What follows belongs to an exercise in optimizing a design on an open flow for small area, a short achievable clock period and few clock cycles; a production flow would make more cautious choices. Where RTL was checked, it was by simulation tests only, not by an equivalence proof against the original. The RTL of run 8 was laid out without a check of its function. Power and IR drop assume default switching activity.

### config.mk
export PLATFORM = sky130hd
export DESIGN_NAME = huffman_top
export DESIGN_NICKNAME = huffman_top
export VERILOG_FILES = /design/flow/design.v
export SDC_FILE = /design/flow/constraint.sdc
export NUM_CORES = 4
export LEC_CHECK = 0
export CAP_MARGIN = 20
export CORE_MARGIN = 2
export CORE_UTILIZATION = 40
export SETUP_SLACK_MARGIN = 4.5
export SLEW_MARGIN = 20
### constraint.sdc
create_clock -name core_clock -period 8.0 [get_ports {clk}]
set_input_delay 1.6000 -clock core_clock [delete_from_list [all_inputs] [get_ports {clk}]]
set_output_delay 1.6000 -clock core_clock [all_outputs]
set_load 0.01 [all_outputs]
### design.v
package huff_types_pkg;
	typedef logic [8-1:0] pixel_t;
	typedef logic [8-1:0] count_t;
	typedef logic [6-1:0] sym_mask_t;
	typedef logic [8-1:0] code_t;
	typedef logic [8-1:0] len_mask_t;
endpackage
package huff_ctrl_pkg;
	typedef enum logic [1:0] {SORT_IDLE, SORT_PASS, SORT_DONE} sort_state_t;
	typedef enum logic [1:0] {MRG_IDLE, MRG_POP, MRG_INSERT, MRG_DONE} merge_state_t;
	typedef enum logic [1:0] {BLD_IDLE, BLD_WALK, BLD_DONE} build_state_t;
	typedef logic [$clog2(5)-1:0] round_t;
	typedef logic [$clog2(6+1)-1:0] step_t;
endpackage
`timescale 1ns/1ns
module huffman_top (
	input  logic                      clk,
	input  logic                      reset,
	input  logic                      gray_valid,
	input  huff_types_pkg::pixel_t    gray_data,
	output logic                      cnt_valid,
	output huff_types_pkg::count_t    cnt1,
	output huff_types_pkg::count_t    cnt2,
	output huff_types_pkg::count_t    cnt3,
	output huff_types_pkg::count_t    cnt4,
	output huff_types_pkg::count_t    cnt5,
	output huff_types_pkg::count_t    cnt6,
	output logic                      code_valid,
	output huff_types_pkg::code_t     hc1,
	output huff_types_pkg::code_t     hc2,
	output huff_types_pkg::code_t     hc3,
	output huff_types_pkg::code_t     hc4,
	output huff_types_pkg::code_t     hc5,
	output huff_types_pkg::code_t     hc6,
	output huff_types_pkg::len_mask_t m1,
	output huff_types_pkg::len_mask_t m2,
	output huff_types_pkg::len_mask_t m3,
	output huff_types_pkg::len_mask_t m4,
	output huff_types_pkg::len_mask_t m5,
	output huff_types_pkg::len_mask_t m6
);
	function automatic logic ge8(input logic [7:0] a, input logic [7:0] b);
		logic [7:0] g;
		logic [7:0] e;
		logic [3:0] g2;
		logic [3:0] e2;
		logic [1:0] g4;
		logic [1:0] e4;
		g = a & ~b;
		e = ~(g | (~a & b));
		for (int i = 0; i < 4; i++) begin
			g2[i] = g[2*i+1] | (e[2*i+1] & g[2*i]);
			e2[i] = e[2*i+1] & e[2*i];
		end
		for (int i = 0; i < 2; i++) begin
			g4[i] = g2[2*i+1] | (e2[2*i+1] & g2[2*i]);
			e4[i] = e2[2*i+1] & e2[2*i];
		end
		ge8 = g4[1] | (e4[1] & (g4[0] | e4[0]));
	endfunction
	function automatic logic [7:0] add8(input logic [7:0] a, input logic [7:0] b);
		logic [7:0] g;
		logic [7:0] p;
		logic [7:0] gg;
		logic [7:0] pp;
		logic [7:0] g1;
		logic [7:0] p1;
		g = a & b;
		p = a ^ b;
		gg = g;
		pp = p;
		for (int d = 1; d < 8; d = d * 2) begin
			g1 = gg;
			p1 = pp;
			for (int i = d; i < 8; i++) begin
				gg[i] = g1[i] | (p1[i] & g1[i - d]);
				pp[i] = p1[i] & p1[i - d];
			end
		end
		add8 = p ^ {gg[6:0], 1'b0};
	endfunction
	logic            seen;
	logic            closed;     
	logic            closed_d;   
	logic [5:0][7:0] cnt;
	always_ff @(posedge clk) begin
		if (reset) begin
			seen      <= 1'b0;
			closed    <= 1'b0;
			closed_d  <= 1'b0;
			cnt_valid <= 1'b0;
			cnt       <= '0;
		end else begin
			closed_d  <= closed;
			cnt_valid <= 1'b0;
			if (!closed) begin
				if (gray_valid) begin
					seen <= 1'b1;
					for (int i = 0; i < 6; i++) begin
						if (gray_data == 8'(i + 1)) begin
							cnt[i] <= cnt[i] + 8'd1;
						end
					end
				end else if (seen) begin
					closed    <= 1'b1;
					cnt_valid <= 1'b1;
				end
			end
		end
	end
	logic [5:0][5:0] ge_nx;
	logic [5:0][5:0] oh;
	logic [5:0][5:0] oh_nx;
	always_comb begin
		ge_nx = '0;
		for (int i = 0; i < 6; i++) begin
			for (int j = i + 1; j < 6; j++) begin
				ge_nx[i][j] = ge8(cnt[i], cnt[j]);
			end
		end
		for (int i = 0; i < 6; i++) begin
			oh_nx[i] = 6'b000001;
			for (int j = 0; j < 6; j++) begin
				if (j > i && ge_nx[i][j]) oh_nx[i] = {oh_nx[i][4:0], 1'b0};
				if (j < i && !ge_nx[j][i]) oh_nx[i] = {oh_nx[i][4:0], 1'b0};
			end
		end
	end
	always_ff @(posedge clk) begin
		oh <= oh_nx;
	end
	assign cnt1 = cnt[0];
	assign cnt2 = cnt[1];
	assign cnt3 = cnt[2];
	assign cnt4 = cnt[3];
	assign cnt5 = cnt[4];
	assign cnt6 = cnt[5];
	logic [5:0][2:0] slot;
	logic [5:0][7:0] sorted_w;
	logic [7:0]      sorted_s;
	always_comb begin
		for (int i = 0; i < 6; i++) begin
			slot[i][0] = oh[i][1] | oh[i][3] | oh[i][5];
			slot[i][1] = oh[i][2] | oh[i][3];
			slot[i][2] = oh[i][4] | oh[i][5];
		end
		for (int k = 0; k < 6; k++) begin
			sorted_w[k] = '0;
			for (int i = 0; i < 6; i++) begin
				sorted_w[k] = sorted_w[k] | (cnt[i] & {8{oh[i][k]}});
			end
		end
		sorted_s = add8(sorted_w[0], sorted_w[1]);
	end
	logic [5:0][7:0] w;       
	logic [7:0]      sw;      
	logic [5:0]      vld;     
	logic [5:0][2:0] ptr;     
	logic [5:0][4:0] code;    
	logic [5:0][4:0] msk;     
	logic [5:2]      t;       
	logic [2:0]      np;      
	logic [4:0][7:0] rw;
	logic [7:0]      rsw;
	logic [5:0][2:0] rptr;
	logic [5:0][4:0] rcode;
	logic [5:0][4:0] rmsk;
	always_comb begin
		logic [2:0] pv;
		logic [4:0] mv;
		logic [4:0] kv;
		for (int k = 2; k < 6; k++) begin
			t[k] = !ge8(w[k], sw) && vld[k];
		end
		np[2] = t[5];
		np[1] = t[3] & ~t[5];
		np[0] = (t[2] & ~t[3]) | (t[4] & ~t[5]);
		rw[0] = t[2] ? w[2] : sw;
		for (int i = 1; i < 4; i++) begin
			if (t[i + 2]) rw[i] = w[i + 2];
			else if (t[i + 1]) rw[i] = sw;
			else rw[i] = w[i + 1];
		end
		rw[4] = t[5] ? sw : w[5];
		rsw = t[3] ? add8(w[2], w[3]) : add8(w[2], sw);
		for (int s = 0; s < 6; s++) begin
			pv = ptr[s];
			mv = msk[s];
			kv = code[s];
			rcode[s] = kv;
			rmsk[s]  = mv;
			case (pv)
				3'd0: begin
					rptr[s]  = np;
					rcode[s] = kv | (~mv & {mv[3:0], 1'b1});
					rmsk[s]  = {mv[3:0], 1'b1};
				end
				3'd1: begin
					rptr[s]  = np;
					rmsk[s]  = {mv[3:0], 1'b1};
				end
				3'd2: rptr[s] = t[2] ? 3'd0 : 3'd1;
				3'd3: rptr[s] = t[3] ? 3'd1 : 3'd2;
				3'd4: rptr[s] = t[4] ? 3'd2 : 3'd3;
				default: rptr[s] = t[5] ? 3'd3 : 3'd4;
			endcase
		end
	end
	always_ff @(posedge clk) begin
		if (reset) begin
			code_valid <= 1'b0;
		end else if (closed_d && vld[1] && !vld[2]) begin
			code_valid <= 1'b1;
		end
	end
	always_ff @(posedge clk) begin
		if (!closed_d) begin
			w    <= sorted_w;
			sw   <= sorted_s;
			vld  <= 6'b111111;
			ptr  <= slot;
			code <= '0;
			msk  <= '0;
		end else if (vld[1]) begin
			w[4:0] <= rw;
			sw     <= rsw;
			vld    <= {1'b0, vld[5:1]};
			ptr    <= rptr;
			code   <= rcode;
			msk    <= rmsk;
		end
	end
	assign hc1 = {3'b0, code[0]};
	assign hc2 = {3'b0, code[1]};
	assign hc3 = {3'b0, code[2]};
	assign hc4 = {3'b0, code[3]};
	assign hc5 = {3'b0, code[4]};
	assign hc6 = {3'b0, code[5]};
	assign m1 = {3'b0, msk[0]};
	assign m2 = {3'b0, msk[1]};
	assign m3 = {3'b0, msk[2]};
	assign m4 = {3'b0, msk[3]};
	assign m5 = {3'b0, msk[4]};
	assign m6 = {3'b0, msk[5]};
endmodule
### run.sh
#!/bin/bash
# synth_recipe.tcl (not shown) runs the flow's synth.tcl, then flattens the netlist and writes it again
# the make line also repeats each setting of config.mk as NAME=value (left out here)
make -C /OpenROAD-flow-scripts/flow DESIGN_CONFIG=/design/flow/config.mk WORK_HOME=/design/flow/orfs CLKGATE_MAP_FILE= SYNTH_SCRIPT=/design/flow/synth_recipe.tcl finish
==> results by group, run 1 <==
Run status
  – Outcome: complete, no violations

Global route
  – Global-route wire length before repair: 77800 um
  – Gr ovfl total: 0
  – Largest net degree at the start of global routing: 75
  – Vias in the first global route: 13653
  – Gr usage total: roughly a quarter
  – Initial antenna violation count: 0

Synth
  – Flops & latches, synth: between 200 and 250
  – Synth Warn #: 1
  – Async SR Flop Fraction: 0%
  – Cells after Synth: 1858
  – Most frequent cell after synthesis: nor2_1
  – Mapped Area: ~15000 um^2
  – Synth top area share: 19.9%
  – Top cells by area, synth: dfxtp_1 (20%), ha_1 (15%), edfxtp_1 (11%), a22oi_1 (6.9%), nor2_1 (5.5%)
  – Sequential cell area fraction in the yosys report: 31.1%
  – Commonest cells post-synth: nor2_1 (229), ha_1 (191), dfxtp_1 (154)
  – Yosys top cell by area: dfxtp_1
  – Post-synth EDFFs: 58
  – Top FF cell, synth: dfxtp_1
  – Yosys cell types: 73
  – Syn_area_per_cell: 8.34 um^2

Timing
  – Setup Skew: roughly 18 ps
  – Setup violations, final: 0
  – Crit path time final: 3490 ps
  – Setup ws final: about 4500 ps
  – Final setup TNS: 0 ps
  – Slew @ Worst Pin: 1110 ps
  – Final Hold Vio Count: 0
  – Crit share post-route: between 40% and 50%
  – RSZ-0062 raised after global routing: no
  – Max-slew violation count: 0
  – Highest clock rate: 287 MHz
  – Relative slew margins: about a quarter

Setup path
  – Critical Path End Type: output port
  – Slowest stage delay, CP: 700 ps
  – WP data required: 6400 ps
  – CP max FO: 11
  – Startpoint types: register
  – Kind of critical path: reg2out
  – Crit-path slowest cell: dfxtp_1
  – Top delay family on crit path: flip-flops
  – Worst path cell trace: clkdlybuf4s50_1
  – CP Buf/Inv Count: 1
  – Crit path DAT: 1890 ps

Route
  – Vias: 14117
  – Met2 WL: 22900 um
  – DR WL/cell: 20.6 um
  – Metal-1 WL: 21400 um
  – DR top layer: met4
  – ANT nets after route: 0
  – Final WL: 49900 um
  – Drt drc: 0
  – Post-DR vias/cell: 5.83
  – DRT iter0 DRCs: 1331
  – DR WL met3: slightly above 3000 um
  – Drt pass-1 iters: 7

Placement
  – Port Buf Inserts: 120
  – Post-DP Area: 16800 um^2
  – Placed cell count: 2376
  – GP Congestion: 0.934
  – Hpwl dp: 35700 um
  – DP Worst Slack: 4070 ps

Pwr
  – Power per cell area: 150 nW/um^2
  – Maximum VDD drop: 0.144 mV
  – Lkg Pwr: 0.00705 uW

Worst hold path
  – Worst hold-check path type: reg2reg

Clock tree
  – TritonCTS clock tree: yes
  – Clk Latency, worst-skew pair: 550 ps
  – H-tree Lvls: 1
  – Clk root buf: clkbuf_16
  – Hold_buf cts: 0
  – Clock transition at the registers of the reported paths: roughly 60 ps
  – Longest Clk Path Bufs: 3
  – Clk sinks: 212
  – CTS Buf Count: 25

Layout
  – # diodes: 0
  – Design area: 17700 um^2
  – Share of cells above drive strength 1: 5.77%
  – Nets: roughly 2100
  – Fill cells: 3735
  – Syn-to-layout area delta: 14.6%
  – Non-filler instance count after layout: roughly 2400

Floorplanning
  – # IOs: 157
  – Initial cell density of the core: about two fifths
  – Die ar.: 40300 um^2
  – Chip width: 201 um
  – Row cnt: between 70 and 80
  – Area of the core: 38500 um^2
  – Die Y: 201 um

Flow run
  – Maxcap violations: 0
sequential cells by signal (all words and copies together), names as in the netlist:
name / count
code_valid: 1
oh: 36
closed_d: 1
cnt: 48
ptr: 18
code: 30
w: 32
vld: 5
sw: 8
cnt_valid: 1
seen: 1
msk: 30
closed: 1
worst paths after layout:
kind / startpoint / end / slack, ps / cells after the start
min reg2reg: code[18] / code[18] / 470 / 2
min: code[18] / code[18] / 470 / 2
max reg2reg: cnt[47] / oh[32] / 4630 / 9
max: cnt[35] / cnt5[3] / 4510 / 1
metal layers:
layer	track usage, %	up-vias
met3	3.15	156
met1	31.3	6629
li1	-	6743
met4	10.5	0
met2	40.1	589
met5	0	-
placed cells by master, fill, tap and decap left out, types with 36 or more instances in the layout:
master	count
a21oi_1	93
a22oi_1	143
a31oi_1	43
clkdlybuf4s50_1	119
conb_1	36
dfxtp_1	119
edfxtp_1	58
ha_1	191
inv_1	121
nand2_1	106
nand3_1	58
nor2_1	229
nor3_1	40
o21ai_0	98
xnor2_1	52
final cells by class:
cell class,instances,area (um^2),area share (%)
Sequential cell,212,4870,27.4
Inverter,122,459,2.59
Timing Repair Buffer,128,1260,7.08
Tap cell,518,648,3.65
Clock inverter,13,170,0.959
Clock buffer,32,723,4.08
Multi-Input combinational cell,1398,9620,54.2
worst reg2reg max path: stages (launching register included):
cell	delay, ps
dfxtp_1	660
inv_1	310
ha_1	290
a2111oi_0	560
nand2b_1	110
o21a_1	340
ha_1	360
and2_1	170
o21ba_2	210
a221o_1	260
timing repair:
action / in CTS / in global routing
gates cloned: 0 / 1
setup buffers: 0 / 1
gates resized for setup: 29 / 7
endpoints found under the setup margin: 29 / 16
pin swaps: 0 / 2
endpoints found under the hold margin: 0 / 0
cells by family (layout without fill, tap and decap cells):
kind of cell	after synthesis	count (layout)	share of synthesized area [%]
simple gates	535	535	16.1
other cells	1	36	0.0242
xor+xnor	59	59	3.34
buf+inv	284	295	7.82
flops	212	212	31.1
mux	30	30	1.96
fa+ha+maj	194	194	15.8
compound gates	543	544	23.7
metrics by stage:
stage               hold slack, ps  power [uW]  utilization (%)
floorplan                      437        1390                -
global placement               449        1450             43.6
detailed placement             454        1460             43.6
CTS                            468        2680             46.1
global route                   487        2760             46.1
finish                         466        2670             46.1
power breakdown:
group	internal, uW	switching [uW]	leakage [uW]
clock network	741	480	0.000443
logic	103	200	0.00467
registers	1120	24.0	0.00194
Testbench counts, summed over its fixed seeds: cycles 13,404.
==> run 2: changes to the inputs <==
==> flow/run.sh (new file) <==
#!/bin/bash
set -euo pipefail
bash standard.sh SETUP_SLACK_MARGIN=5.4 > make_finish.log 2>&1
==> standard.sh (new file) <==
#!/bin/bash
# synth_recipe.tcl (not shown) runs the flow's synth.tcl, then flattens the netlist and writes it again
# the make line also repeats each setting of config.mk as NAME=value (left out here)
make -C /OpenROAD-flow-scripts/flow DESIGN_CONFIG=/design/flow/config.mk WORK_HOME=/design/flow/orfs CLKGATE_MAP_FILE= SYNTH_SCRIPT=/design/flow/synth_recipe.tcl "${@:-finish}"
--- a/config.mk
+++ b/config.mk
@@ -9,4 +9,3 @@
 export CORE_MARGIN = 2
 export CORE_UTILIZATION = 40
-export SETUP_SLACK_MARGIN = 4.5
 export SLEW_MARGIN = 20
removed: run.sh
==> run 2 against run 1 <==
Effect of this change:
- synthesized area unchanged
- clock skew is 2.6 ps lower
- register-to-register slack gained 700 ps
==> results by group, run 2 <==
Run status
  – Outcome: complete, no violations

Floorplanning
  – # IOs: around 160
  – Initial cell density of the core: 40.3%
  – Die ar.: 40300 um^2
  – Chip width: 201 um
  – Die Y: 201 um
  – Area of the core: around 38000 um^2
  – Row cnt: 72

Layout
  – Non-filler instance count after layout: 2586
  – Max FFs per register: 48
  – Share of cells above drive strength 1: 30.3%
  – Fill cells: 3496
  – Most frequent cells in the layout: nor2_1 (221), ha_1 (169), a22oi_1 (135), buf_4 (135), buf_6 (134)
  – Area of the multi-input gates: 10800 um^2
  – Syn-to-layout area delta: 33.1%
  – Largest Register: cnt
  – FF/Latch Area: 5100 um^2
  – Commonest non-fill, non-tap cell in the layout: nor2_1
  – # diodes: 0
  – Nets: 2254
  – Top Registers: cnt x48, oh x36, w x32

Clock tree
  – Clock transition at the registers of the reported paths: ~60 ps
  – Longest Clk Path Bufs: 3
  – Clk Latency, worst-skew pair: 540 ps
  – CTS Buf Count: 25
  – H-tree Lvls: 1
  – TritonCTS clock tree: yes
  – Clk root buf: clkbuf_16
  – Clk sinks: 212

Synth
  – Sequential cell area fraction in the yosys report: 31.1%
  – Flops & latches, synth: 212
  – Post-synth EDFFs: 58
  – Synth Warn #: 1
  – Synth top area share: between 10% and 20%
  – Syn_area_per_cell: 8.34 um^2
  – Commonest cells post-synth: nor2_1 (229), ha_1 (191), dfxtp_1 (154)
  – Most frequent cell after synthesis: nor2_1
  – Async SR Flop Fraction: 0%
  – Mapped Area: ~15000 um^2
  – Cells after Synth: 1858
  – Top FF cell, synth: dfxtp_1
  – Yosys top cell by area: dfxtp_1
  – Top cells by area, synth: dfxtp_1 (20%), ha_1 (15%), edfxtp_1 (11%), a22oi_1 (6.9%), nor2_1 (5.5%)
  – Yosys cell types: between 70 and 80

Route
  – Vias: 15274
  – ANT nets after route: 0
  – Final WL: 55100 um
  – Post-DR vias/cell: 5.91
  – Drt drc: 0
  – DRT iter0 DRCs: 1701
  – DR WL/cell: ~21 um
  – Drt pass-1 iters: 7

Pwr
  – Clock share of power: around 43%
  – Comb pwr share: a little over an eighth
  – Cell Int Power: 1860 uW
  – P_sw: 709 uW
  – Sw Ratio: 27.6%
  – Maximum VDD drop: roughly 0.13 mV
  – Lkg Pwr: 0.00860 uW
  – Sequential power share: 43.8%
  – Tot Pwr: 2570 uW
  – Power per cell area: roughly 120 nW/um^2

Worst hold path
  – Hold Crit Endpoint: code[15]
  – Min-delay src: code[15]
  – Hold depth: 2
  – Worst hold-check path type: reg2reg

Timing
  – Final setup TNS: 0 ps
  – Slew @ Worst Pin: 706 ps
  – Setup Skew: approximately 15 ps
  – Final hold slack: 464 ps
  – Relative slew margins: 52.5%
  – Crit path time final: between 2000 and 3000 ps
  – Highest clock rate: 349 MHz
  – RSZ-0062 raised after global routing: yes
  – Crit share post-route: 35.9%
  – Setup violations, final: 0
  – Max-slew violation count: 0
  – Final Hold Vio Count: 0

Global route
  – Gr ovfl total: 0
  – Largest net degree at the start of global routing: 84
  – Global-route wire length before repair: 83200 um
  – Vias in the first global route: 14661
  – Gr usage total: 25.7%
  – Initial antenna violation count: 0

Setup path
  – CP max FO: 4
  – Reg-to-reg endpoint: sw[7]
  – Cells on worst reg2reg path: 9
  – Startpoint types: input pin
  – Critical Path End Type: register
  – Kind of critical path: in2reg
  – Reg2reg start: cnt[3]
  – WP data required: about 8400 ps
  – Flop-to-flop setup slack: 5330 ps
  – Crit path DAT: 3260 ps

Placement
  – GP Congestion: 0.935
  – Hpwl dp: around 36000 um
  – Port Buf Inserts: 120
  – Placed cell count: 2378

Flow run
  – Maxcap violations: 0
run 2: worst max path at each step:
stage            startpoint  endpoint  slack (ps)  depth (start not counted)
6_report       gray_data[6]    cnt[6]        5130                          9
3_3_place_gp   gray_data[5]   cnt[21]        4060                          7
5_1_grt        gray_data[6]    cnt[6]        5050                          9
4_1_cts        gray_data[6]   cnt[37]        5120                          7
2_1_floorplan  gray_data[5]    cnt[7]        4740                          5
3_5_place_dp   gray_data[5]   cnt[23]        4050                          7
run 2: layout make-up:
type	count	area share (%)
multi-input combinational	1400	52.4
sequential	212	24.7
inverter	122	2.33
tap	518	3.14
timing repair buffer	288	13.6
clock inverter	14	0.437
clock buffer	32	3.38
run 2: metal layers:
metal	vias to the layer above	wire length, um	global-route usage, %
met5	-	0	0
met4	0	2930	11.2
met3	217	3760	4.17
met2	696	25800	43.2
met1	7274	22700	32.6
li1	7087	-	-
run 2: logic make-up (layout without fill, tap and decap cells):
| logic type | Yosys count | in the layout | share of synthesized area (%) |
|---|---|---|---|
| xor+xnor | 59 | 59 | 3.34 |
| compound gates | 543 | 546 | 23.7 |
| mux | 30 | 30 | 1.96 |
| simple gates | 535 | 535 | 16.1 |
| flops | 212 | 212 | 31.1 |
| fa+ha+maj | 194 | 194 | 15.8 |
| other cells | 1 | 36 | 0.0242 |
| buf+inv | 284 | 456 | 7.82 |
run 2: critical path, cell delays in order:
cell and delay (ps):
buf_8 90, or4_4 570, buf_6 150, nor4_4 130, buf_4 180, and3_4 200
nand4_1 110, xor2_1 170, nor2_1 60
run 2: stage by stage:
step	worst slack (ps)	util (%)	instance area (um^2)
after floorplan	4740	-	15700
after global placement	4060	43.9	16900
after detailed placement	4050	43.9	16900
after CTS	5120	50.9	19600
after global routing	5050	53.6	20600
final	5130	53.6	20600
run 2: power by group through the flow:
stage / Combinational (uW) / Sequential [uW] / Clock, uW
finish: 352 / 1130 / 1090
CTS: 324 / 1120 / 1110
floorplan: 237 / 1150 / 0
global placement: 286 / 1160 / 0
detailed placement: 290 / 1160 / 0
global route: 384 / 1130 / 1160
run 2: timing repair:
action | 4_1_cts | 5_1_grt
hold endpoints to repair | 0 | 0
resized for setup | 891 | 129
pin swaps | 51 | 74
setup endpoints to repair | 236 | 173
buffers inserted | 110 | 49
hold buffers | 0 | 0
cloned | 1 | 2
==> run 3: changes to the inputs <==
==> flow/run.sh (replaced) <==
#!/bin/bash
set -euo pipefail
bash standard.sh "BUFFER_PORTS_ARGS=-buffer_cell sky130_fd_sc_hd__buf_4" SETUP_SLACK_MARGIN=5.5 finish > make_finish.log 2>&1
==> run 3 against run 2 <==
Effect of this change:
- still clean on timing, DRC and antenna
- combinational power rose by 37%
- non-clock buffer count rose by 131
- first-iteration DRC count fell by 16%
- die area did not move
- worst setup slack got worse by 62 ps
- largest cell class unchanged
- highest routed layer unchanged
==> results by group, run 3 <==
Placement
  – Port Buf Inserts: 120
  – GP Congestion: approximately 0.93
  – Hpwl dp: 35800 um
  – Post-DP Area: ~17000 um^2
  – DP Worst Slack: 4460 ps

Worst hold path
  – Worst hold-check path type: reg2reg

Floorplanning
  – Die Y: approximately 200 um
  – Initial cell density of the core: 40.3%
  – Row cnt: ~70
  – # IOs: 157
  – Die ar.: slightly above 40000 um^2
  – Area of the core: 38500 um^2
  – Chip width: 201 um

Layout
  – Commonest non-fill, non-tap cell in the layout: buf_4
  – Share of cells above drive strength 1: 39.5%
  – Top Registers: cnt x48, oh x36, w x32
  – Nets: between 2000 and 2500
  – Core Util, Final: between 50% and 60%
  – # diodes: 0
  – Area of the multi-input gates: 11400 um^2
  – Most frequent cells in the layout: buf_4 (228), nor2_1 (217), buf_6 (167)
  – Largest Register: cnt
  – Fill cells: between 3000 and 4000
  – Syn-to-layout area delta: 46.2%
  – FF/Latch Area: between 5000 and 6000 um^2
  – Design area: 22600 um^2
  – Max FFs per register: 48

Pwr
  – Power per cell area: 123 nW/um^2
  – Lkg Pwr: 0.00950 uW
  – Maximum VDD drop: 0.138 mV

Global route
  – M2 GR Usage: 45.5%
  – Global route hottest layer: met2
  – GRT met1 Usage: approximately a third
  – Initial antenna violation count: 0
  – Gr ovfl total: 0
  – Vias in the first global route: 15076
  – GR Util met3: under 10%
  – Gr usage total: 26.6%
  – Largest net degree at the start of global routing: 84
  – Global-route wire length before repair: roughly 85000 um

Clock tree
  – Clk root buf: clkbuf_16
  – H-tree Lvls: 1
  – Clk sinks: 212
  – TritonCTS clock tree: yes
  – CTS Buf Count: 26
  – Longest Clk Path Bufs: 3
  – Clock transition at the registers of the reported paths: around 60 ps
  – Hold_buf cts: 0
  – Clk Latency, worst-skew pair: around 550 ps

Timing
  – Highest clock rate: roughly 340 MHz
  – Setup Skew: 16.8 ps
  – Crit share post-route: 36.6%
  – Final setup TNS: 0 ps
  – Crit path time final: 2930 ps
  – Setup violations, final: 0
  – Slew @ Worst Pin: around 980 ps
  – Final Hold Vio Count: 0
  – Relative slew margins: around a third
  – Setup ws final: 5070 ps
  – Max-slew violation count: 0
  – RSZ-0062 raised after global routing: yes

Synth
  – Sequential cell area fraction in the yosys report: 31.1%
  – Flops & latches, synth: 212
  – Commonest cells post-synth: nor2_1 (229), ha_1 (191), dfxtp_1 (154)
  – Top FF cell, synth: dfxtp_1
  – Most frequent cell after synthesis: nor2_1
  – Post-synth EDFFs: 58
  – Mapped Area: 15500 um^2
  – Syn_area_per_cell: 8.34 um^2
  – Synth Warn #: 1
  – Synth top area share: 19.9%
  – Yosys cell types: 73
  – Cells after Synth: 1858
  – Async SR Flop Fraction: 0%
  – Yosys top cell by area: dfxtp_1
  – Top cells by area, synth: dfxtp_1 (20%), ha_1 (15%), edfxtp_1 (11%), a22oi_1 (6.9%), nor2_1 (5.5%)

Flow run
  – Maxcap violations: 0

Setup path
  – Crit path DAT: ~3300 ps
  – CP max FO: 3
  – Crit-path slowest cell: or4_4
  – Slowest stage delay, CP: a little under 600 ps
  – Worst path cell trace: buf_8 -> or4_4 -> nor4_4 -> and3_4 -> buf_4 -> nand2_4 -> xnor2_2 -> nor2_1
  – Top delay family on crit path: simple AND/OR/NAND/NOR gates
  – Critical Path End Type: register
  – Startpoint types: input pin
  – WP data required: 8400 ps
  – CP Buf/Inv Count: 2
  – Kind of critical path: in2reg

Route
  – DR WL/cell: 22.1 um
  – Vias: 16083
  – Drt drc: 0
  – Post-DR vias/cell: 5.92
  – Final WL: 60000 um
  – Drt pass-1 iters: 6
  – ANT nets after route: 0
  – DRT iter0 DRCs: around 1400

Run status
  – Outcome: complete, no violations
==> run 3: stage by stage <==
step / std cells / hold WS, ps / total power (uW)
floorplan: 1893 / 438 / 1390
global placement: 2375 / 451 / 1450
detailed placement: 2375 / 461 / 1450
CTS: 2618 / 474 / 2670
global route: 2717 / 488 / 2880
finish: 2717 / 465 / 2790
==> run 3: where the power goes <==
part | switching [uW] | internal, uW | total, uW
registers | 26.0 | 1100 | 1130
clock network | 488 | 692 | 1180
logic | 259 | 223 | 482
total | 773 | 2020 | 2790
==> run 3: area by class of cell <==
| cell class | instances | share of cell area [%] |
|---|---|---|
| multi-input cells | 1399 | 50.5 |
| flip-flops and latches | 212 | 22.6 |
| repair buffers | 419 | 18.0 |
| clock buffers | 36 | 3.33 |
| well taps | 518 | 2.86 |
| inverters | 122 | 2.33 |
| clock inverters | 11 | 0.431 |
==> run 3: final timing paths <==
path / startpoint / to / slack [ps] / cells after the start
setup / recovery: gray_data[5] / cnt[35] / 5070 / 8
setup reg to reg: cnt[47] / oh[32] / 5270 / 12
hold reg to reg: vld[2] / vld[1] / 470 / 2
hold / removal: vld[2] / vld[1] / 470 / 2
==> run 3: cells by family after synthesis <==
kind of cell | share of synthesized area [%]
compound gates | 23.7
xor+xnor | 3.34
fa+ha+maj | 15.8
buf+inv | 7.82
flops | 31.1
mux | 1.96
other cells | 0.0242
simple gates | 16.1
==> run 3: routing by layer <==
layer,vias to the layer above,part of all wire (%)
li1,7347,-
met1,7657,38
met2,804,47
met3,275,7.5
met4,0,6.8
met5,-,0
==> run 3: worst register-to-register path, stage by stage (launching register included) <==
cell,delay [ps]
dfxtp_4,410
buf_6,120
clkinvlp_4,160
buf_6,180
ha_4,240
o21ai_0,100
a22oi_1,270
o21a_4,230
buf_6,130
inv_4,50
ha_4,170
a22o_1,220
a221o_1,340
==> run 3: timing repair <==
action | in CTS | in global routing
pin swaps | 85 | 142
setup buffers | 194 | 92
resized for setup | 459 | 265
endpoints found under the setup margin | 222 | 208
cloned | 2 | 7
hold endpoints to repair | 0 | 0
==> run 4: changes to the inputs <==
==> flow/run.sh (replaced) <==
#!/bin/bash
set -euo pipefail
bash standard.sh "BUFFER_PORTS_ARGS=-buffer_cell sky130_fd_sc_hd__buf_4" SETUP_SLACK_MARGIN=5.0 finish > make_finish.log 2>&1
==> run 4 against run 3 <==
Effect of this change:
- clock power increased by 7%
- first-iteration DRC count decreased by 5.7%
- synthesized area unchanged
- hold slack about the same
- sequential power about the same
- combinational power decreased by 34%
- core utilization decreased by 13 points
==> results by group, run 4 <==
Pwr
  – Comb pwr share: 11.7%
  – Cell Int Power: 2010 uW
  – Power per cell area: 153 nW/um^2
  – Clock share of power: 46.4%
  – Sequential power share: 41.9%
  – P_sw: around 710 uW
  – Maximum VDD drop: 0.184 mV
  – Lkg Pwr: roughly 0.0074 uW
  – Sw Ratio: about a quarter

Setup path
  – Crit path DAT: around 1400 ps
  – Cells on worst reg2reg path: 9
  – CP Buf/Inv Count: 1
  – Worst path cell trace: buf_4
  – WP data required: ~6400 ps
  – Critical Path End Type: output port
  – Top delay family on crit path: flip-flops
  – Reg2reg start: cnt[45]
  – Flop-to-flop setup slack: 5100 ps
  – CP max FO: 15
  – Reg-to-reg endpoint: oh[32]
  – Startpoint types: register
  – Kind of critical path: reg2out
  – Crit-path slowest cell: dfxtp_2
  – Slowest stage delay, CP: just over 600 ps

Clock tree
  – Hold_buf cts: 0
  – Clk root buf: clkbuf_16
  – Clk Latency, worst-skew pair: 560 ps
  – H-tree Lvls: 1
  – Clk sinks: 212
  – CTS Buf Count: 26
  – Longest Clk Path Bufs: 3
  – Clock transition at the registers of the reported paths: 60 ps
  – TritonCTS clock tree: yes

Timing
  – Final Hold Vio Count: 0
  – RSZ-0062 raised after global routing: no
  – Final setup TNS: 0 ps
  – Highest clock rate: between 300 and 400 MHz
  – Crit share post-route: a little under two fifths
  – Crit path time final: 2970 ps
  – Setup violations, final: 0
  – Max-slew violation count: 0
  – Slew @ Worst Pin: 950 ps
  – Relative slew margins: 36.7%
  – Setup Skew: 9.68 ps
  – Setup ws final: 5030 ps

Route
  – Post-DR vias/cell: 5.92
  – DR WL/cell: a little over 20 um
  – Drt drc: 0
  – Drt pass-1 iters: 5
  – Metal-1 WL: roughly 21000 um
  – DR top layer: met4
  – ANT nets after route: 0
  – Vias: 14428
  – DRT iter0 DRCs: 1351
  – Met2 WL: 23700 um
  – Final WL: 50600 um
  – DR WL met3: 3290 um

Synth
  – Syn_area_per_cell: 8.34 um^2
  – Main combinational cell family by area after synthesis: compound AO/OA/AOI/OAI gates
  – Yosys top cell by area: dfxtp_1
  – Flops & latches, synth: 212
  – Post-synthesis mux area share: 1.96%
  – Simple-Gate Fraction of Synth Area: 16.1%
  – Cells after Synth: 1858
  – Post-synthesis adder-cell area fraction: 15.8%
  – Top FF cell, synth: dfxtp_1
  – Mapped Area: 15500 um^2
  – Top cells by area, synth: dfxtp_1 (20%), ha_1 (15%), edfxtp_1 (11%), a22oi_1 (6.9%), nor2_1 (5.5%)
  – Synth Warn #: 1
  – Compound-Gate Fraction of Synth Area: a little under a quarter
  – Post-synth EDFFs: 58
  – Yosys cell types: 73
  – Synth top area share: 19.9%
  – Commonest cells post-synth: nor2_1 (229), ha_1 (191), dfxtp_1 (154)
  – XOR/XNOR share of the synthesized area: 3.34%
  – Sequential cell area fraction in the yosys report: a little under a third
  – Async SR Flop Fraction: 0%
  – Most frequent cell after synthesis: nor2_1

Flow run
  – Maxcap violations: 0

Worst hold path
  – Hold depth: 2
  – Worst hold-check path type: reg2reg
  – Hold Crit Endpoint: code[5]
  – Min-delay src: code[5]

Global route
  – Gr ovfl total: 0
  – Global-route wire length before repair: 79600 um
  – Vias in the first global route: 13941
  – Gr usage total: 24.6%
  – Initial antenna violation count: 0
  – Largest net degree at the start of global routing: 84

Layout
  – Syn-to-layout area delta: 14.8%
  – Share of cells above drive strength 1: around 15%
  – Largest Register: cnt
  – # diodes: 0
  – Nets: 2105
  – Commonest non-fill, non-tap cell in the layout: nor2_1
  – Fill cells: roughly 3800
  – FF/Latch Area: approximately 4900 um^2
  – Top Registers: cnt x48, oh x36, w x32
  – Most frequent cells in the layout: nor2_1 (227), ha_1 (191), a22oi_1 (142)
  – Area of the multi-input gates: around 10000 um^2
  – Core Util, Final: ~46%
  – Max FFs per register: 48

Placement
  – Port Buf Inserts: 120
  – DP Worst Slack: ~4400 ps
  – Hpwl dp: 35800 um
  – GP Congestion: 0.922

Floorplanning
  – Chip width: 201 um
  – Row cnt: just over 70
  – Area of the core: 38500 um^2
  – # IOs: roughly 160
  – Die ar.: 40300 um^2
  – Initial cell density of the core: 40.3%
  – Die Y: 201 um

Run status
  – Outcome: complete, no violations
[run 4: through the flow]
stage | hold slack (ps) | area [um^2] | total power, uW | std cells
final | 465 | 17800 | 2720 | 2438
after global routing | 498 | 17800 | 2820 | 2438
after CTS | 470 | 17600 | 2730 | 2431
after detailed placement | 456 | 16500 | 1450 | 2379
after global placement | 449 | 16500 | 1450 | 2379
after floorplan | 437 | 15600 | 1390 | 1893
[run 4: final cells by class]
type | count | area share (%)
Clock buffer | 40 | 4.65
Clock inverter | 8 | 0.591
Inverter | 122 | 2.60
Multi-Input combinational cell | 1398 | 55.0
Sequential cell | 212 | 27.6
Tap cell | 518 | 3.65
Timing Repair Buffer | 140 | 5.93
[run 4: layer usage]
layer  vias to the layer above  GRT usage [%]
li1                       6776              -
met1                      6855           31.4
met2                       640           42.0
met3                       157           3.26
met4                         0           9.97
met5                         -              0
[run 4: what timing repair did]
item,CTS,global route
gates resized for setup,63,37
setup endpoints to repair,93,50
pin swaps,2,4
setup buffers,3,7
cloned,1,0
[run 4: power by group through the flow]
| stage | Combinational (uW) | Clock [uW] | Sequential, uW |
|---|---|---|---|
| after CTS | 302 | 1290 | 1140 |
| after global routing | 350 | 1330 | 1140 |
| after detailed placement | 288 | 0 | 1170 |
| after floorplan | 236 | 0 | 1150 |
| after global placement | 285 | 0 | 1170 |
| final | 317 | 1260 | 1140 |
[run 4: worst max-delay path by stage]
stage / from / cells past startpoint / to
after floorplan: gray_data[5] / 5 / cnt[7]
after global placement: gray_data[5] / 7 / cnt[21]
after detailed placement: gray_data[5] / 7 / cnt[21]
after CTS: cnt[45] / 9 / oh[32]
after global routing: cnt[1] / 10 / sw[7]
final: cnt[11] / 1 / cnt2[3]
[run 4: cell families (layout without fill, tap and decap cells)]
| kind of cell | after synthesis | after routing |
|---|---|---|
| XOR/XNOR | 59 | 59 |
| buffers and inverters | 284 | 310 |
| flip-flops | 212 | 212 |
| AND/OR/NAND/NOR | 535 | 535 |
| adder cells (fa/ha/maj) | 194 | 194 |
| other | 1 | 36 |
| AO/OA/AOI/OAI | 543 | 544 |
| multiplexers | 30 | 30 |
==> run 5: changes to the inputs <==
==> run.sh (new file) <==
#!/bin/bash
# synth_recipe.tcl (not shown) runs the flow's synth.tcl, then flattens the netlist and writes it again
# the make line also repeats each setting of config.mk as NAME=value (left out here)
make -C /OpenROAD-flow-scripts/flow DESIGN_CONFIG=/design/flow/config.mk WORK_HOME=/design/flow/orfs CLKGATE_MAP_FILE= SYNTH_SCRIPT=/design/flow/synth_recipe.tcl finish
--- a/config.mk
+++ b/config.mk
@@ -9,3 +9,4 @@
 export CORE_MARGIN = 2
 export CORE_UTILIZATION = 40
+export SETUP_SLACK_MARGIN = 5.0
 export SLEW_MARGIN = 20
removed: flow/run.sh
removed: standard.sh
==> run 5 against run 4 <==
Effect of this change:
- clock-buffer cell count decreased by 8
- power down 3.1%
- die area unchanged
- flip-flop and latch count unchanged
- clock skew grew 11 ps
- global-route usage down 0.16 points
- via count is 0.38% higher
==> results by group, run 5 <==
Run status
  – Outcome: complete, no violations

Placement
  – Placed cell count: 2377
  – DP Worst Slack: 4080 ps
  – GP Congestion: 0.949
  – Hpwl dp: 35200 um
  – Port Buf Inserts: 120

Timing
  – Setup Skew: between 20 and 25 ps
  – Highest clock rate: 329 MHz
  – RSZ-0062 raised after global routing: yes
  – Setup violations, final: 0
  – Max-slew violation count: 0
  – Final Hold Vio Count: 0
  – Crit path time final: just over 3000 ps
  – Crit share post-route: a little under two fifths
  – Setup ws final: 4960 ps
  – Slew @ Worst Pin: approximately 1100 ps
  – Relative slew margins: 23.9%
  – Final setup TNS: 0 ps

Synth
  – Mapped Area: 15500 um^2
  – Yosys cell types: 73
  – Post-synth EDFFs: 58
  – Flops & latches, synth: 212
  – Yosys top cell by area: dfxtp_1
  – Top cells by area, synth: dfxtp_1 (20%), ha_1 (15%), edfxtp_1 (11%), a22oi_1 (6.9%), nor2_1 (5.5%)
  – Top FF cell, synth: dfxtp_1
  – Syn_area_per_cell: 8.34 um^2
  – Sequential cell area fraction in the yosys report: 31.1%
  – Synth top area share: between 10% and 20%
  – Synth Warn #: 1
  – Cells after Synth: 1858
  – Most frequent cell after synthesis: nor2_1
  – Commonest cells post-synth: nor2_1 (229), ha_1 (191), dfxtp_1 (154)
  – Async SR Flop Fraction: 0%

Setup path
  – Startpoint types: input pin
  – Kind of critical path: in2reg
  – Critical Path Start: gray_data[7]
  – Flop-to-flop setup slack: slightly above 5000 ps
  – WP data required: 8450 ps
  – Crit path DAT: roughly 3500 ps
  – Cells on worst reg2reg path: 9
  – Reg-to-reg endpoint: oh[32]
  – Reg2reg start: cnt[45]
  – CP max FO: 5
  – Worst setup endpoint: cnt[7]
  – Critical Path End Type: register

Layout
  – Commonest non-fill, non-tap cell in the layout: nor2_1
  – Most frequent cells in the layout: nor2_1 (227), ha_1 (191), a22oi_1 (143)
  – Nets: between 2000 and 2500
  – Share of cells above drive strength 1: 10.6%
  – Top Registers: cnt x48, oh x36, w x32
  – Fill cells: 3719
  – Syn-to-layout area delta: 18.3%
  – Area of the multi-input gates: 9790 um^2
  – FF/Latch Area: between 4000 and 5000 um^2
  – Non-filler instance count after layout: 2477
  – Max FFs per register: 48
  – Largest Register: cnt

Route
  – Vias: 14483
  – Final WL: 51000 um
  – ANT nets after route: 0
  – Post-DR vias/cell: around 6
  – DRT iter0 DRCs: 1497
  – Drt drc: 0
  – DR WL/cell: ~21 um
  – Drt pass-1 iters: 7

Worst hold path
  – Worst hold-check path type: reg2reg

Global route
  – Gr ovfl total: 0
  – Largest net degree at the start of global routing: between 60 and 70
  – Global-route wire length before repair: 78700 um
  – Gr usage total: 24.5%
  – Vias in the first global route: 13756
  – Initial antenna violation count: 1

Pwr
  – Lkg Pwr: 0.00795 uW
  – Maximum VDD drop: 0.142 mV
  – Tot Pwr: 2640 uW
  – Power per cell area: roughly 140 nW/um^2

Clock tree
  – Clock transition at the registers of the reported paths: about 60 ps
  – CTS Buf Count: 25
  – Clk root buf: clkbuf_16
  – Hold_buf cts: 0
  – TritonCTS clock tree: yes
  – Clk Latency, worst-skew pair: approximately 560 ps
  – Longest Clk Path Bufs: 3
  – H-tree Lvls: 1
  – Clk sinks: 212

Flow run
  – Maxcap violations: 0

Floorplanning
  – Die Y: 201 um
  – Row cnt: 72
  – Area of the core: slightly below 40000 um^2
  – # IOs: 157
  – Die ar.: 40300 um^2
  – Initial cell density of the core: around two fifths
  – Chip width: roughly 200 um
-- run 5: cell counts after synthesis --
No cell type changed its count.
-- run 5: critical path, stage by stage --
cell and delay, ps:
dlygate4sd2_1 240, or4_4 530, buf_6 150, nor4_4 110, buf_4 180, nand4_4 110, or3_1 380, a21oi_1 180
-- run 5: metrics by stage --
step / cell area (um^2) / hold slack [ps] / utilization, %
final: 18300 / 459 / 47.7
after global routing: 18300 / 478 / 47.6
after CTS: 18100 / 465 / 47.1
after detailed placement: 16800 / 457 / 43.7
after global placement: 16800 / 449 / 43.7
after floorplan: 15600 / 437 / -
-- run 5: cells by family (layout without fill, tap and decap cells) --
| kind of cell | count (synthesis) | in the layout | share of synthesized area, % |
|---|---|---|---|
| DFF | 212 | 212 | 31.1 |
| xor gates and xnor gates | 59 | 59 | 3.34 |
| and+or+nand+nor | 535 | 535 | 16.1 |
| adders and majority gates | 194 | 194 | 15.8 |
| other | 1 | 37 | 0.0242 |
| buffers and inverters | 284 | 348 | 7.82 |
| muxes | 30 | 30 | 1.96 |
| AOI/OAI and AO/OA | 543 | 544 | 23.7 |
-- run 5: final cells by class --
class	count	area share, %
multi-input cells	1398	53.4
flip-flops and latches	212	27.3
repair buffers	180	8.50
clock buffers	32	3.80
well taps	518	3.54
inverters	122	2.53
clock inverters	14	0.908
diodes	1	0.0137
-- run 5: layer usage --
layer	wire (um)	GRT usage, %	share of wire, %
met3	3350	3.43	6.6
met5	0	0	0
met2	23300	40.5	46
met4	2330	10.1	4.6
met1	22000	32.1	43
-- run 5: where the power goes --
group          switching, uW  leakage [uW]  internal [uW]  total [uW]
Combinational            199       0.00557            115         313
Clock                    500      0.000421            694        1190
Sequential              24.4       0.00196           1100        1130
-- run 5: worst min-delay path by stage --
stage / startpoint / endpoint / slack [ps] / cells after the start
floorplan: closed / cnt_valid / 440 / 1
global placement: code[16] / code[16] / 450 / 2
detailed placement: code[28] / code[28] / 460 / 2
CTS: code[14] / code[14] / 470 / 2
global route: code[28] / code[28] / 480 / 2
finish: code[28] / code[28] / 460 / 2
-- run 5: what timing repair did --
action,in CTS,in global routing
pin swaps,10,11
setup endpoints to repair,192,55
resized for setup,232,45
cloned,1,0
setup buffers,45,7
hold endpoints to repair,0,0
==> run 6: changes to the inputs <==
==> flow/run.sh (new file) <==
#!/bin/bash
set -euo pipefail
bash standard.sh "BUFFER_PORTS_ARGS=-buffer_cell sky130_fd_sc_hd__buf_1" SETUP_SLACK_MARGIN=5.0 finish > make_finish.log 2>&1
==> standard.sh (new file) <==
#!/bin/bash
# synth_recipe.tcl (not shown) runs the flow's synth.tcl, then flattens the netlist and writes it again
# the make line also repeats each setting of config.mk as NAME=value (left out here)
make -C /OpenROAD-flow-scripts/flow DESIGN_CONFIG=/design/flow/config.mk WORK_HOME=/design/flow/orfs CLKGATE_MAP_FILE= SYNTH_SCRIPT=/design/flow/synth_recipe.tcl "${@:-finish}"
--- a/config.mk
+++ b/config.mk
@@ -8,5 +8,5 @@
 export CAP_MARGIN = 20
 export CORE_MARGIN = 2
-export CORE_UTILIZATION = 40
-export SETUP_SLACK_MARGIN = 5.0
+export CORE_UTILIZATION = 55
+export CTS_BUF_LIST = sky130_fd_sc_hd__clkbuf_8
 export SLEW_MARGIN = 20
removed: run.sh
==> run 6 against run 5 <==
Effect of this change:
- still clean
- power is 4.4% higher
- first-iteration DRC count is 6.7% higher
- global-route usage is 7.9 points higher
- register-to-register slack better by 40 ps
- synthesized area stayed put
- clock skew is 12 ps higher
- critical path type is now reg2out
- largest cell class unchanged
==> results by group, run 6 <==
Pwr
  – Maximum VDD drop: roughly 0.13 mV
  – Lkg Pwr: 0.00696 uW
  – Tot Pwr: 2750 uW
  – Power per cell area: 160 nW/um^2

Floorplanning
  – # IOs: 157
  – Die ar.: between 20000 and 30000 um^2
  – Die Y: 172 um
  – Initial cell density of the core: 55.8%
  – Area of the core: 27800 um^2
  – Chip width: ~170 um
  – Row cnt: 61

Placement
  – Hpwl dp: 34000 um
  – GP Congestion: 0.938
  – Port Buf Inserts: 120
  – Placed cell count: 2240

Timing
  – Crit path time final: 2970 ps
  – Slew @ Worst Pin: ~760 ps
  – RSZ-0062 raised after global routing: no
  – Highest clock rate: 336 MHz
  – Setup Skew: 33.1 ps
  – Relative slew margins: 49.4%
  – Crit share post-route: 37.2%
  – Final setup TNS: 0 ps
  – Max-slew violation count: 0
  – Setup violations, final: 0
  – Final Hold Vio Count: 0

Synth
  – Syn_area_per_cell: 8.34 um^2
  – Async SR Flop Fraction: 0%
  – Most frequent cell after synthesis: nor2_1
  – Yosys cell types: 73
  – Mapped Area: 15500 um^2
  – Commonest cells post-synth: nor2_1 (229), ha_1 (191), dfxtp_1 (154)
  – Synth Warn #: 1
  – Post-synth EDFFs: 58
  – Sequential cell area fraction in the yosys report: 31.1%
  – Cells after Synth: 1858
  – Synth top area share: 19.9%
  – Yosys top cell by area: dfxtp_1
  – Top FF cell, synth: dfxtp_1
  – Flops & latches, synth: 212
  – Top cells by area, synth: dfxtp_1 (20%), ha_1 (15%), edfxtp_1 (11%), a22oi_1 (6.9%), nor2_1 (5.5%)

Global route
  – Gr ovfl total: 0
  – Largest net degree at the start of global routing: 69
  – Gr usage total: 32.4%
  – Vias in the first global route: 13447
  – Initial antenna violation count: 0
  – Global-route wire length before repair: around 75000 um

Worst hold path
  – Worst hold-check path type: reg2reg
  – Min-delay src: code[25]

Route
  – Drt pass-1 iters: 9
  – DRT iter0 DRCs: 1598
  – Post-DR vias/cell: ~6.2
  – Vias: ~14000
  – Drt drc: 0
  – ANT nets after route: 0
  – Final WL: 48400 um
  – DR WL/cell: between 20 and 25 um

Clock tree
  – Clk sinks: 212
  – Hold_buf cts: 0
  – Clock transition at the registers of the reported paths: about 60 ps
  – Longest Clk Path Bufs: 3
  – Clk Latency, worst-skew pair: 550 ps
  – H-tree Lvls: 2
  – Clk root buf: clkbuf_8
  – TritonCTS clock tree: yes
  – CTS Buf Count: 40

Setup path
  – Crit-path slowest cell: dfxtp_2
  – Reg2reg start: cnt[39]
  – CP max FO: 15
  – Kind of critical path: reg2out
  – CP Buf/Inv Count: 1
  – Critical Path Start: cnt[2]
  – Crit path DAT: 1370 ps
  – WP data required: between 6000 and 7000 ps
  – Critical Path End Type: output port
  – Worst path cell trace: buf_1
  – Slowest stage delay, CP: 630 ps
  – Startpoint types: register
  – Top delay family on crit path: flip-flops

Layout
  – Largest Register: cnt
  – Fill cells: 2513
  – Non-filler instance count after layout: 2322
  – Top Registers: cnt x48, oh x36, w x32
  – Most frequent cells in the layout: nor2_1 (229), ha_1 (191), a22oi_1 (143)
  – Commonest non-fill, non-tap cell in the layout: nor2_1
  – Max FFs per register: 48
  – Share of cells above drive strength 1: 9.21%
  – Syn-to-layout area delta: 10.8%
  – # diodes: 0
  – Nets: 2118

Run status
  – Outcome: complete, no violations

Flow run
  – Maxcap violations: 0
==> run 6: timing repair <==
| item | 4_1_cts | 5_1_grt |
|---|---|---|
| pin swaps | 0 | 3 |
| setup endpoints to repair | 91 | 41 |
| cloned | 1 | 0 |
| buffers inserted | 3 | 5 |
| gates resized for setup | 57 | 37 |
| hold endpoints to repair | 0 | 0 |
==> run 6: stage by stage <==
step	area, um^2	hold slack (ps)	util, %	setup slack (ps)
finish	17200	463	61.8	5030
global route	17200	486	61.8	4990
CTS	17000	468	61.3	4940
detailed placement	15900	454	57.3	4480
global placement	15900	446	57.3	4520
floorplan	15600	437	-	4740
==> run 6: cell type report <==
| type | instances | area (um^2) | share of cell area, % |
|---|---|---|---|
| Clock inverter | 26 | 328 | 1.91 |
| Multi-Input combinational cell | 1398 | 9740 | 56.8 |
| Sequential cell | 212 | 4910 | 28.6 |
| Inverter | 122 | 464 | 2.70 |
| Tap cell | 378 | 473 | 2.75 |
| Clock buffer | 47 | 647 | 3.77 |
| Timing Repair Buffer | 139 | 606 | 3.53 |
==> run 6: power breakdown <==
part	switching, uW	internal (uW)	leakage, uW
sequential	24.2	1120	0.00195
combinational	204	108	0.00449
clock	500	799	0.000524
total	728	2020	0.00696
==> run 6: kinds of logic after synthesis <==
family,Yosys count,share of synthesized area (%)
fa+ha+maj,194,15.8
simple gates,535,16.1
flops,212,31.1
other cells,1,0.0242
compound gates,543,23.7
xor+xnor,59,3.34
mux,30,1.96
buf+inv,284,7.82
==> run 6: worst paths after layout <==
kind                                  to  slack (ps)  cells past startpoint
worst min-delay path            code[25]         460                      2
worst max register to register    oh[26]        5100                      9
worst max-delay path             cnt1[2]        5030                      1
worst min register to register  code[25]         460                      2
==> run 6: metal layers <==
| layer | up-vias | track usage, % | part of all wire (%) |
|---|---|---|---|
| met3 | 179 | 4.86 | 6.4 |
| met2 | 653 | 52.2 | 45 |
| met4 | 0 | 14.2 | 4.6 |
| li1 | 6799 | - | - |
| met5 | - | 0 | 0 |
| met1 | 6679 | 43.1 | 44 |
==> run 7: changes to the inputs <==
--- a/config.mk
+++ b/config.mk
@@ -8,5 +8,5 @@
 export CAP_MARGIN = 20
 export CORE_MARGIN = 2
-export CORE_UTILIZATION = 55
+export CORE_UTILIZATION = 40
 export CTS_BUF_LIST = sky130_fd_sc_hd__clkbuf_8
 export SLEW_MARGIN = 20
==> run 7 against run 6 <==
Effect of this change:
- worst setup slack about the same
- via count grew 0.96%
- sequential power is essentially flat
- critical path type unchanged
- clock skew increased by 2.5 ps
- first-iteration DRC count down 3.3%
- largest power group unchanged
- core utilization fell by 17 points
==> results by group, run 7 <==
Timing
  – Final setup TNS: 0 ps
  – Slew @ Worst Pin: between 900 and 1000 ps
  – Crit share post-route: between 30% and 40%
  – Max-slew violation count: 0
  – Relative slew margins: 36.6%
  – Highest clock rate: 336 MHz
  – Setup Skew: between 30 and 40 ps
  – Setup violations, final: 0
  – RSZ-0062 raised after global routing: yes
  – Final Hold Vio Count: 0
  – Crit path time final: 2970 ps
  – Setup ws final: 5030 ps

Route
  – DR WL/cell: about 20 um
  – Drt pass-1 iters: 7
  – Post-DR vias/cell: 5.86
  – Vias: 14448
  – Final WL: 49700 um
  – ANT nets after route: 0
  – DRT iter0 DRCs: between 1500 and 2000
  – Drt drc: 0

Setup path
  – CP Buf/Inv Count: 1
  – Critical Path Start: cnt[19]
  – CP max FO: 13
  – WP data required: about 6400 ps
  – Reg2reg start: cnt[37]
  – Crit-path slowest cell: dfxtp_2
  – Worst path cell trace: buf_1
  – Kind of critical path: reg2out
  – Crit path DAT: 1370 ps
  – Top delay family on crit path: flip-flops
  – Critical Path End Type: output port
  – Startpoint types: register
  – Slowest stage delay, CP: approximately 600 ps

Global route
  – Gr usage total: 24.2%
  – Vias in the first global route: 13994
  – Initial antenna violation count: 0
  – Global-route wire length before repair: 78100 um
  – Largest net degree at the start of global routing: 84
  – Gr ovfl total: 0

Layout
  – Most frequent cells in the layout: nor2_1 (228), ha_1 (191), a22oi_1 (143)
  – Largest Register: cnt
  – Commonest non-fill, non-tap cell in the layout: nor2_1
  – # diodes: 0
  – Max FFs per register: 48
  – Area of the multi-input gates: 9740 um^2
  – Share of cells above drive strength 1: 8.83%
  – Nets: ~2100
  – Top Registers: cnt x48, oh x36, w x32
  – Syn-to-layout area delta: 11.8%
  – FF/Latch Area: ~4900 um^2
  – Fill cells: 3807

Clock tree
  – CTS Buf Count: 40
  – Clk Latency, worst-skew pair: 570 ps
  – Hold_buf cts: 0
  – TritonCTS clock tree: yes
  – Clk root buf: clkbuf_8
  – Longest Clk Path Bufs: 3
  – Clk sinks: 212
  – Clock transition at the registers of the reported paths: 60 ps
  – H-tree Lvls: 2

Placement
  – Hpwl dp: 35100 um
  – Port Buf Inserts: 120
  – DP Worst Slack: 4480 ps
  – GP Congestion: 0.974

Worst hold path
  – Worst hold-check path type: reg2reg
  – Min-delay src: code[5]

Synth
  – Sequential cell area fraction in the yosys report: 31.1%
  – Post-synth EDFFs: 58
  – Top cells by area, synth: dfxtp_1 (20%), ha_1 (15%), edfxtp_1 (11%), a22oi_1 (6.9%), nor2_1 (5.5%)
  – Syn_area_per_cell: 8.34 um^2
  – Synth top area share: 19.9%
  – Yosys top cell by area: dfxtp_1
  – Most frequent cell after synthesis: nor2_1
  – Synth Warn #: 1
  – Yosys cell types: 73
  – Commonest cells post-synth: nor2_1 (229), ha_1 (191), dfxtp_1 (154)
  – Flops & latches, synth: around 210
  – Mapped Area: 15500 um^2
  – Async SR Flop Fraction: 0%
  – Top FF cell, synth: dfxtp_1
  – Cells after Synth: ~1900

Pwr
  – Power per cell area: 155 nW/um^2
  – Maximum VDD drop: approximately 0.084 mV
  – Lkg Pwr: 0.00697 uW

Floorplanning
  – Area of the core: a little under 40000 um^2
  – Chip width: 201 um
  – Die ar.: 40300 um^2
  – # IOs: between 150 and 200
  – Initial cell density of the core: roughly two fifths
  – Die Y: 201 um
  – Row cnt: 72

Flow run
  – Maxcap violations: 0

Run status
  – Outcome: complete, no violations
run 7: path summary, 6_finish.rpt:
| kind | to | slack [ps] | cells after the start |
|---|---|---|---|
| max | cnt3[3] | 5030 | 1 |
| min | code[5] | 460 | 2 |
| max reg2reg | oh[26] | 5120 | 9 |
| min reg2reg | code[5] | 460 | 2 |
run 7: area by class of cell:
cell class                 count  area share [%]
inverter                     122            2.67
clock inverter                21            1.36
multi-input combinational   1398            56.2
sequential                   212            28.3
tap                          518            3.74
timing repair buffer         145            3.79
clock buffer                  49            3.90
run 7: cells by family (layout without fill, tap and decap cells):
kind of cell,Yosys count,after routing,share of synthesized area (%)
AOI/OAI and AO/OA,543,544,23.7
and+or+nand+nor,535,535,16.1
buffers and inverters,284,337,7.82
DFF,212,212,31.1
adders and majority gates,194,194,15.8
xor gates and xnor gates,59,59,3.34
muxes,30,30,1.96
other,1,36,0.0242
run 7: routing by layer:
metal | global-route usage [%] | vias up | part of all wire (%)
li1 | - | 6824 | -
met3 | 4.33 | 178 | 7.1
met2 | 40.1 | 664 | 46
met4 | 11.9 | 0 | 5.2
met5 | 0 | - | 0
met1 | 30.5 | 6782 | 42
run 7: timing repair:
action / in CTS / in global routing
pin swaps: 1 / 3
setup endpoints to repair: 78 / 50
gates cloned: 1 / 0
buffers inserted: 3 / 5
gates resized for setup: 58 / 28
run 7: through the flow:
stage	instances	power (uW)	util, %	area, um^2	hold slack [ps]
2_1_floorplan	1893	1390	-	15600	437
3_3_place_gp	2386	1450	41.9	16100	447
3_5_place_dp	2386	1450	41.9	16100	453
4_1_cts	2460	2690	44.7	17200	469
5_1_grt	2465	2780	45.0	17300	484
6_report	2465	2680	45.0	17300	464
run 7: report_power, final:
group / internal, uW / leakage (uW) / total, uW / switching, uW
logic: 115 / 0.00452 / 321 / 206
registers: 1120 / 0.00194 / 1140 / 23.7
clock network: 719 / 0.000502 / 1220 / 499
total: 1950 / 0.00697 / 2680 / 728
==> run 8: changes to the inputs <==
--- a/design.v
+++ b/design.v
@@ -127,7 +127,4 @@
 		end
 	end
-	always_ff @(posedge clk) begin
-		oh <= oh_nx;
-	end
 	assign cnt1 = cnt[0];
 	assign cnt2 = cnt[1];
@@ -136,12 +133,8 @@
 	assign cnt5 = cnt[4];
 	assign cnt6 = cnt[5];
-	logic [5:0][2:0] slot;
 	logic [5:0][7:0] sorted_w;
 	logic [7:0]      sorted_s;
 	always_comb begin
 		for (int i = 0; i < 6; i++) begin
-			slot[i][0] = oh[i][1] | oh[i][3] | oh[i][5];
-			slot[i][1] = oh[i][2] | oh[i][3];
-			slot[i][2] = oh[i][4] | oh[i][5];
 		end
 		for (int k = 0; k < 6; k++) begin
@@ -156,16 +149,15 @@
 	logic [7:0]      sw;      
 	logic [5:0]      vld;     
-	logic [5:0][2:0] ptr;     
 	logic [5:0][4:0] code;    
 	logic [5:0][4:0] msk;     
 	logic [5:2]      t;       
-	logic [2:0]      np;      
+	logic [4:0]      pone;    
 	logic [4:0][7:0] rw;
 	logic [7:0]      rsw;
-	logic [5:0][2:0] rptr;
+	logic [5:0][5:0] roh;
 	logic [5:0][4:0] rcode;
 	logic [5:0][4:0] rmsk;
 	always_comb begin
-		logic [2:0] pv;
+		logic [5:0] pv;
 		logic [4:0] mv;
 		logic [4:0] kv;
@@ -173,7 +165,9 @@
 			t[k] = !ge8(w[k], sw) && vld[k];
 		end
-		np[2] = t[5];
-		np[1] = t[3] & ~t[5];
-		np[0] = (t[2] & ~t[3]) | (t[4] & ~t[5]);
+		pone[0] = ~t[2];
+		for (int j = 1; j < 4; j++) begin
+			pone[j] = t[j + 1] & ~t[j + 2];
+		end
+		pone[4] = t[5];
 		rw[0] = t[2] ? w[2] : sw;
 		for (int i = 1; i < 4; i++) begin
@@ -185,24 +179,15 @@
 		rsw = t[3] ? add8(w[2], w[3]) : add8(w[2], sw);
 		for (int s = 0; s < 6; s++) begin
-			pv = ptr[s];
+			pv = oh[s];
 			mv = msk[s];
 			kv = code[s];
-			rcode[s] = kv;
-			rmsk[s]  = mv;
-			case (pv)
-				3'd0: begin
-					rptr[s]  = np;
-					rcode[s] = kv | (~mv & {mv[3:0], 1'b1});
-					rmsk[s]  = {mv[3:0], 1'b1};
-				end
-				3'd1: begin
-					rptr[s]  = np;
-					rmsk[s]  = {mv[3:0], 1'b1};
-				end
-				3'd2: rptr[s] = t[2] ? 3'd0 : 3'd1;
-				3'd3: rptr[s] = t[3] ? 3'd1 : 3'd2;
-				3'd4: rptr[s] = t[4] ? 3'd2 : 3'd3;
-				default: rptr[s] = t[5] ? 3'd3 : 3'd4;
-			endcase
+			roh[s] = '0;
+			for (int j = 0; j < 5; j++) begin
+				roh[s][j] = (pv[0] | pv[1]) & pone[j];
+				if (j + 2 < 6) roh[s][j] = roh[s][j] | (pv[j + 2 < 6 ? j + 2 : 5] & t[j + 2 < 6 ? j + 2 : 5]);
+				if (j >= 1) roh[s][j] = roh[s][j] | (pv[j + 1] & ~t[j >= 1 ? j + 1 : 2]);
+			end
+			rcode[s] = pv[0] ? kv | (~mv & {mv[3:0], 1'b1}) : kv;
+			rmsk[s]  = (pv[0] | pv[1]) ? {mv[3:0], 1'b1} : mv;
 		end
 	end
@@ -216,8 +201,14 @@
 	always_ff @(posedge clk) begin
 		if (!closed_d) begin
+			oh <= oh_nx;
+		end else begin
+			oh <= roh;
+		end
+	end
+	always_ff @(posedge clk) begin
+		if (!closed_d) begin
 			w    <= sorted_w;
 			sw   <= sorted_s;
 			vld  <= 6'b111111;
-			ptr  <= slot;
 			code <= '0;
 			msk  <= '0;
@@ -226,5 +217,4 @@
 			sw     <= rsw;
 			vld    <= {1'b0, vld[5:1]};
-			ptr    <= rptr;
 			code   <= rcode;
 			msk    <= rmsk;
==> run 8 against run 7 <==
Effect of this change:
- hold slack improved by 19 ps
- register-to-register slack lost 50 ps
- cell count is 4.3% lower
- largest power group is now sequential cells
==> results by group, run 8 <==
Run status
  – Outcome: complete, no violations

Floorplanning
  – Initial cell density of the core: 40.6%
  – Row cnt: 70
  – # IOs: 157
  – Die ar.: 38800 um^2
  – Chip width: 197 um
  – Die Y: approximately 200 um
  – Area of the core: roughly 37000 um^2

Synth
  – Top FF cell, synth: dfxtp_1
  – Synth Warn #: 1
  – Mapped Area: 14900 um^2
  – Sequential cell area fraction in the yosys report: 28.7%
  – Cells after Synth: 1810
  – Syn_area_per_cell: 8.24 um^2
  – Synth top area share: a little over 20%
  – Yosys cell types: 84
  – Most frequent cell after synthesis: nor2_1
  – Top cells by area, synth: dfxtp_1 (21%), ha_1 (16%), edfxtp_1 (8.1%), a22oi_1 (6.6%), nor2_1 (5.1%)
  – Yosys top cell by area: dfxtp_1
  – Commonest cells post-synth: nor2_1 (203), ha_1 (194), dfxtp_1 (154)
  – Async SR Flop Fraction: 0%
  – Post-synth EDFFs: 40
  – Flops & latches, synth: 194

Timing
  – Setup violations, final: 0
  – Final setup TNS: 0 ps
  – Setup ws final: 5040 ps
  – Final Hold Vio Count: 0
  – RSZ-0062 raised after global routing: yes
  – Relative slew margins: 36.5%
  – Highest clock rate: 338 MHz
  – Crit share post-route: between 30% and 40%
  – Setup Skew: 17.7 ps
  – Crit path time final: slightly below 3000 ps
  – Max-slew violation count: 0
  – Slew @ Worst Pin: 952 ps

Global route
  – Largest net degree at the start of global routing: 95
  – Global route hottest layer: met2
  – Gr usage total: 26.3%
  – Initial antenna violation count: 0
  – M2 GR Usage: 40.5%
  – Gr ovfl total: 0
  – GR Util met3: 5.38%
  – Vias in the first global route: about 13000
  – Global-route wire length before repair: 78800 um
  – GRT met1 Usage: 36.0%

Clock tree
  – H-tree Lvls: 4
  – Clk root buf: clkbuf_8
  – Clk sinks: 194
  – Clk Latency, worst-skew pair: 510 ps
  – TritonCTS clock tree: yes
  – Hold_buf cts: 0
  – Longest Clk Path Bufs: 2
  – CTS Buf Count: 17
  – Clock transition at the registers of the reported paths: 120 ps

Route
  – DR WL/cell: 22.0 um
  – Drt drc: 0
  – Vias: 14350
  – ANT nets after route: 0
  – Drt pass-1 iters: 11
  – Final WL: 51800 um
  – DRT iter0 DRCs: 1750
  – Post-DR vias/cell: ~6.1

Pwr
  – Power per cell area: 129 nW/um^2
  – Maximum VDD drop: 0.0921 mV
  – Lkg Pwr: 0.00645 uW

Layout
  – Largest Register: cnt
  – Most frequent cells in the layout: nor2_1 (202), ha_1 (193), a22oi_1 (131)
  – Share of cells above drive strength 1: 11.3%
  – Area of the multi-input gates: about 9800 um^2
  – FF/Latch Area: 4430 um^2
  – Max FFs per register: 48
  – Core Util, Final: 45.0%
  – Design area: 16500 um^2
  – Syn-to-layout area delta: 10.8%
  – Fill cells: approximately 3600
  – Top Registers: cnt x48, oh x36, w x32
  – Commonest non-fill, non-tap cell in the layout: nor2_1
  – # diodes: 0
  – Nets: 2085

Setup path
  – Slowest stage delay, CP: 640 ps
  – Critical Path End Type: output port
  – Crit path DAT: 1360 ps
  – Kind of critical path: reg2out
  – WP data required: about 6400 ps
  – CP max FO: 16
  – Top delay family on crit path: flip-flops
  – Crit-path slowest cell: dfxtp_2
  – Startpoint types: register
  – CP Buf/Inv Count: 1
  – Worst path cell trace: buf_1

Placement
  – Port Buf Inserts: 120
  – Hpwl dp: 37000 um
  – Post-DP Area: roughly 15000 um^2
  – GP Congestion: 0.987
  – DP Worst Slack: 4390 ps

Worst hold path
  – Worst hold-check path type: reg2reg

Flow run
  – Maxcap violations: 0
==> run 8: cell types whose count changed after synthesis, sizes merged, moves of 13 or more <==
| cell | previous run | this run |
|---|---|---|
| nor3b | 1 | 20 |
| nand2 | 106 | 127 |
| a21o | 26 | 5 |
| o211ai | 8 | 30 |
| a221oi | 13 | 29 |
| a31oi | 43 | 13 |
| o22ai | 2 | 20 |
| edfxtp | 58 | 40 |
| nor2 | 229 | 206 |
| o21ai | 101 | 85 |
| a211oi | 8 | 21 |
| inv | 122 | 86 |
==> run 8: through the flow <==
stage | std cells | hold WS, ps | total power (uW)
global placement | 2278 | 451 | 1400
detailed placement | 2278 | 457 | 1400
finish | 2358 | 483 | 2130
floorplan | 1845 | 438 | 1320
CTS | 2319 | 486 | 2120
global route | 2358 | 509 | 2210
==> run 8: metal layers <==
| layer | vias to the layer above | part of all wire [%] |
|---|---|---|
| li1 | 6684 | - |
| met2 | 726 | 44 |
| met3 | 159 | 9.1 |
| met5 | - | 0 |
| met1 | 6781 | 43 |
| met4 | 0 | 4.0 |
==> run 8: report_power, final <==
group	switching [uW]	internal [uW]	total [uW]
Sequential	50.2	1000	1050
Combinational	248	122	370
Clock	440	270	709
Total	738	1390	2130
==> run 8: path summary, 6_finish.rpt <==
path	start	endpoint	slack [ps]	depth (start not counted)
max	cnt[2]	cnt1[2]	5040	1
min	code[20]	code[20]	480	2
max reg2reg	cnt[39]	oh[26]	5070	11
min reg2reg	code[20]	code[20]	480	2
==> run 8: final cells by class <==
cell class | count | share of cell area [%]
clock buffers | 17 | 1.42
repair buffers | 183 | 5.68
multi-input cells | 1393 | 59.3
inverters | 88 | 2.10
flip-flops and latches | 194 | 26.8
clock inverters | 15 | 1.17
well taps | 468 | 3.54
==> run 8: cell families after synthesis <==
group / synth area share (%)
simple gates: 17.8
buf+inv: 7.67
fa+ha+maj: 16.7
flops: 28.7
other cells: 0.0251
xor+xnor: 3.52
mux: 2.64
compound gates: 22.9
==> run 8: what timing repair did <==
| action | CTS | global route |
|---|---|---|
| pin swaps | 6 | 10 |
| gates cloned | 1 | 0 |
| setup endpoints to repair | 86 | 50 |
| buffers inserted | 8 | 39 |
| gates resized for setup | 58 | 61 |

Re-timed with assumed drivers on the ports (clkbuf_16 on the clock, buf_2 on other inputs), run 8 has 4.993 ns of setup slack against 5.043 ns with ideal ports, and 4.578 ns once port delays also move by the mid clock arrival of 0.548 ns.
